This is an optimization exercise on Yosys and OpenROAD, whose aim is small area, a short achievable clock period and few clock cycles, not a production implementation.
Where RTL was checked, it was by simulation tests only, not by an equivalence proof against the original.
Power figures rest on the tool's default switching activity, not on a simulated workload.

// lenet_top
module lenet_top
(
    input  wire                     clk,
    input  wire                     rst,
    input  wire lenet_pkg::mem_wr_t img_wr,
    input  wire lenet_pkg::kernel_t kernel,
    input  wire                     start,
    output logic                    busy,
    output logic                    finish,
    output lenet_pkg::pool_result_t result
);
Settings: LEC_CHECK=0, CAP_MARGIN=20, CORE_MARGIN=2, CORE_UTILIZATION=40, CTS_CLUSTER_DIAMETER=80, CTS_CLUSTER_SIZE=30, SLEW_MARGIN=20, SYNTH_HIERARCHICAL=1, SYNTH_MINIMUM_KEEP_SIZE=0; clock period 10.0 ns.
standard.sh (not shown) runs the stock make flow with config.mk's settings and CLKGATE_MAP_FILE= SYNTH_SCRIPT=/design/flow/synth_recipe.tcl, a recipe that flattens the netlist after the stock synthesis.
==> flow/flow/run.sh <==
#!/bin/bash
set -euo pipefail
MARGIN=6.7
sed "s/\"\${@:-finish}\"/SETUP_SLACK_MARGIN=${MARGIN} BUFFER_PORTS_ARGS='-buffer_cell sky130_fd_sc_hd__buf_2' \"\${@:-finish}\"/" standard.sh > standard_margin.sh
grep -q "SETUP_SLACK_MARGIN=${MARGIN}" standard_margin.sh
bash standard_margin.sh synth > standard_synth.log 2>&1
openroad -no_init -exit flow/downsize.tcl > downsize.log 2>&1
bash standard_margin.sh > standard_margin.log 2>&1
==> flow/flow/downsize.tcl <==
# Resize cells of the synthesized netlist before the layout (same functions,
# other drive strengths); the timing repair steps resize further as needed.
#  - the Booth-select gates that synthesis sized _2 get their _1 size
#  - the kernel-encoding and window registers, which each drive about 16
#    Booth-select gates, get the strongest flip-flop of their type
set res orfs/results/$::env(FLOW_PLATFORM)/lenet_top/base
read_liberty $::env(FLOW_HOME)/platforms/$::env(FLOW_PLATFORM)/lib/sky130_fd_sc_hd__tt_025C_1v80.lib
read_db $res/1_synth.odb
set n 0
set m 0
foreach inst [get_cells *] {
  set master [get_property [get_lib_cells -of_objects $inst] name]
  if {$master eq "sky130_fd_sc_hd__a22oi_2"} {
    replace_cell $inst sky130_fd_sc_hd__a22oi_1
    incr n
  } elseif {$master eq "sky130_fd_sc_hd__dfxtp_1" &&
            [regexp {^(one_q|two_q|neg_q|win)\[} [get_full_name $inst]]} {
    replace_cell $inst sky130_fd_sc_hd__dfxtp_4
    incr m
  }
}
puts "downsized $n Booth-select gates, upsized $m registers"
write_db $res/1_synth.odb
Next try:
--- a/flow/design.v
+++ b/flow/design.v
@@ -802,22 +802,23 @@
     output lenet_pkg::pool_result_t result
 );
     localparam int ACC_W = 20;
     logic       running;
     logic       a_act;       
     logic [1:0] rp;          
     logic [2:0] col;         
     logic       a_last;
     logic       rest1;       
     logic       rest2;
     logic       shift;
+    lenet_pkg::mem_wr_t wr_q;    
     logic       b_vld, c_vld, d_vld, e_vld;
     logic       b_last, c_last, d_last, e_last;
     logic [1:0] e_rp;        
     logic [2:0] e_col;
     assign a_last = a_act && rp == 2'd2 && col == 3'd5;
     assign shift  = (a_act && rp == 2'd2) || rest1 || rest2;
     always_ff @(posedge clk)
     begin
         if (rst)
         begin
             running <= 1'b0;
@@ -843,38 +844,38 @@
             d_vld  <= c_vld;
             e_vld  <= d_vld;
             b_last <= a_last;
             c_last <= b_last;
             d_last <= c_last;
             e_last <= d_last;
             finish <= e_last;
             if (!running)
             begin
                 running <= start;
                 a_act   <= start;
-                b_vld   <= start;
+                b_vld   <= start && !wr_q.en;
             end
             else
             begin
                 if (a_last)
                     a_act <= 1'b0;
                 if (e_last)
                     running <= 1'b0;
             end
         end
     end
     always_ff @(posedge clk)
     begin
         if (rst || !running)
         begin
-            rp  <= (!rst && !running && start) ? 2'd1 : 2'd0;
+            rp  <= (!rst && !running && start && !wr_q.en) ? 2'd1 : 2'd0;
             col <= '0;
         end
         else if (a_act)
         begin
             rp <= rp + 2'd1;
             if (rp == 2'd2)
             begin
                 rp  <= '0;
                 col <= col + 3'd1;
             end
         end
@@ -890,30 +891,32 @@
         begin
             e_rp <= e_rp + 2'd1;
             if (e_rp == 2'd2)
             begin
                 e_rp  <= '0;
                 e_col <= e_col + 3'd1;
             end
         end
     end
     assign busy = running;
     logic [8-1:0] img [64];
+    always_ff @(posedge clk)
+        wr_q <= img_wr;
     genvar gi;
     generate
         for (gi = 0; gi < 64; gi++)
         begin : g_img
             always_ff @(posedge clk)
             begin
-                if (img_wr.en && img_wr.addr == gi)
-                    img[gi] <= img_wr.data;
+                if (wr_q.en && wr_q.addr == gi)
+                    img[gi] <= wr_q.data;
                 else if (shift)
                     img[gi] <= img[(gi & 56) | ((gi + 1) & 7)];
             end
         end
     endgenerate
     logic [8:0][3:0]   one_q, two_q, neg_q;
     logic [ACC_W-1:0]  krow_q;
     logic [8:0][8:0]   wx;       
     always_comb
         for (int t = 0; t < 9; t++)
             wx[t] = {kernel.weight[t], 1'b0};
What happened: The new run ran to the end with no violations; first-iteration DRC count falls by 4.5%; wire length decreases by 0.38%; area after synthesis goes up by 0.55%; flip-flop and latch count rises by 15; via count hardly moves; utilization fell by 0.57 points; global-route usage stays flat; combinational power is lower by about 4%.
Testbench counts after the change, summed over its fixed seeds: cycles 9,456.
Only the layout flow was run in the first run of this note; the RTL was not checked for function there.

separate check: timing with driven ports:
No port has a modelled driver above. Below, the same layouts with a new extraction and two added sets of constraints. Step 1 sets driving cells, clkbuf_16 on the clock port and buf_2 on the other inputs (assumed; they add their load-dependent delay and slew). Step 2 also shifts input and output timing later by t, the mid clock arrival at the registers, as if the neighbouring blocks saw the same clock. Slacks: ideal / step 1 / step 2; pairs: ideal / step 1.
| run | t (ns) | setup WS [ns] | worst register clock-pin slew, ns | worst data-port slew with drivers (ns) |
|---|---|---|---|---|
| the first run | 0.796 | 6.688 / 6.631 / 5.905 | 0.11 / 0.11 | 0.09 |
| the second run | 0.807 | 6.716 / 6.632 / 6.340 | 0.11 / 0.11 | 0.10 |
After both steps setup and hold are still met in every run listed. For the first run, which loses most, drivers alone change the setup slack by -0.057 ns; drivers and shift together by -0.783 ns.
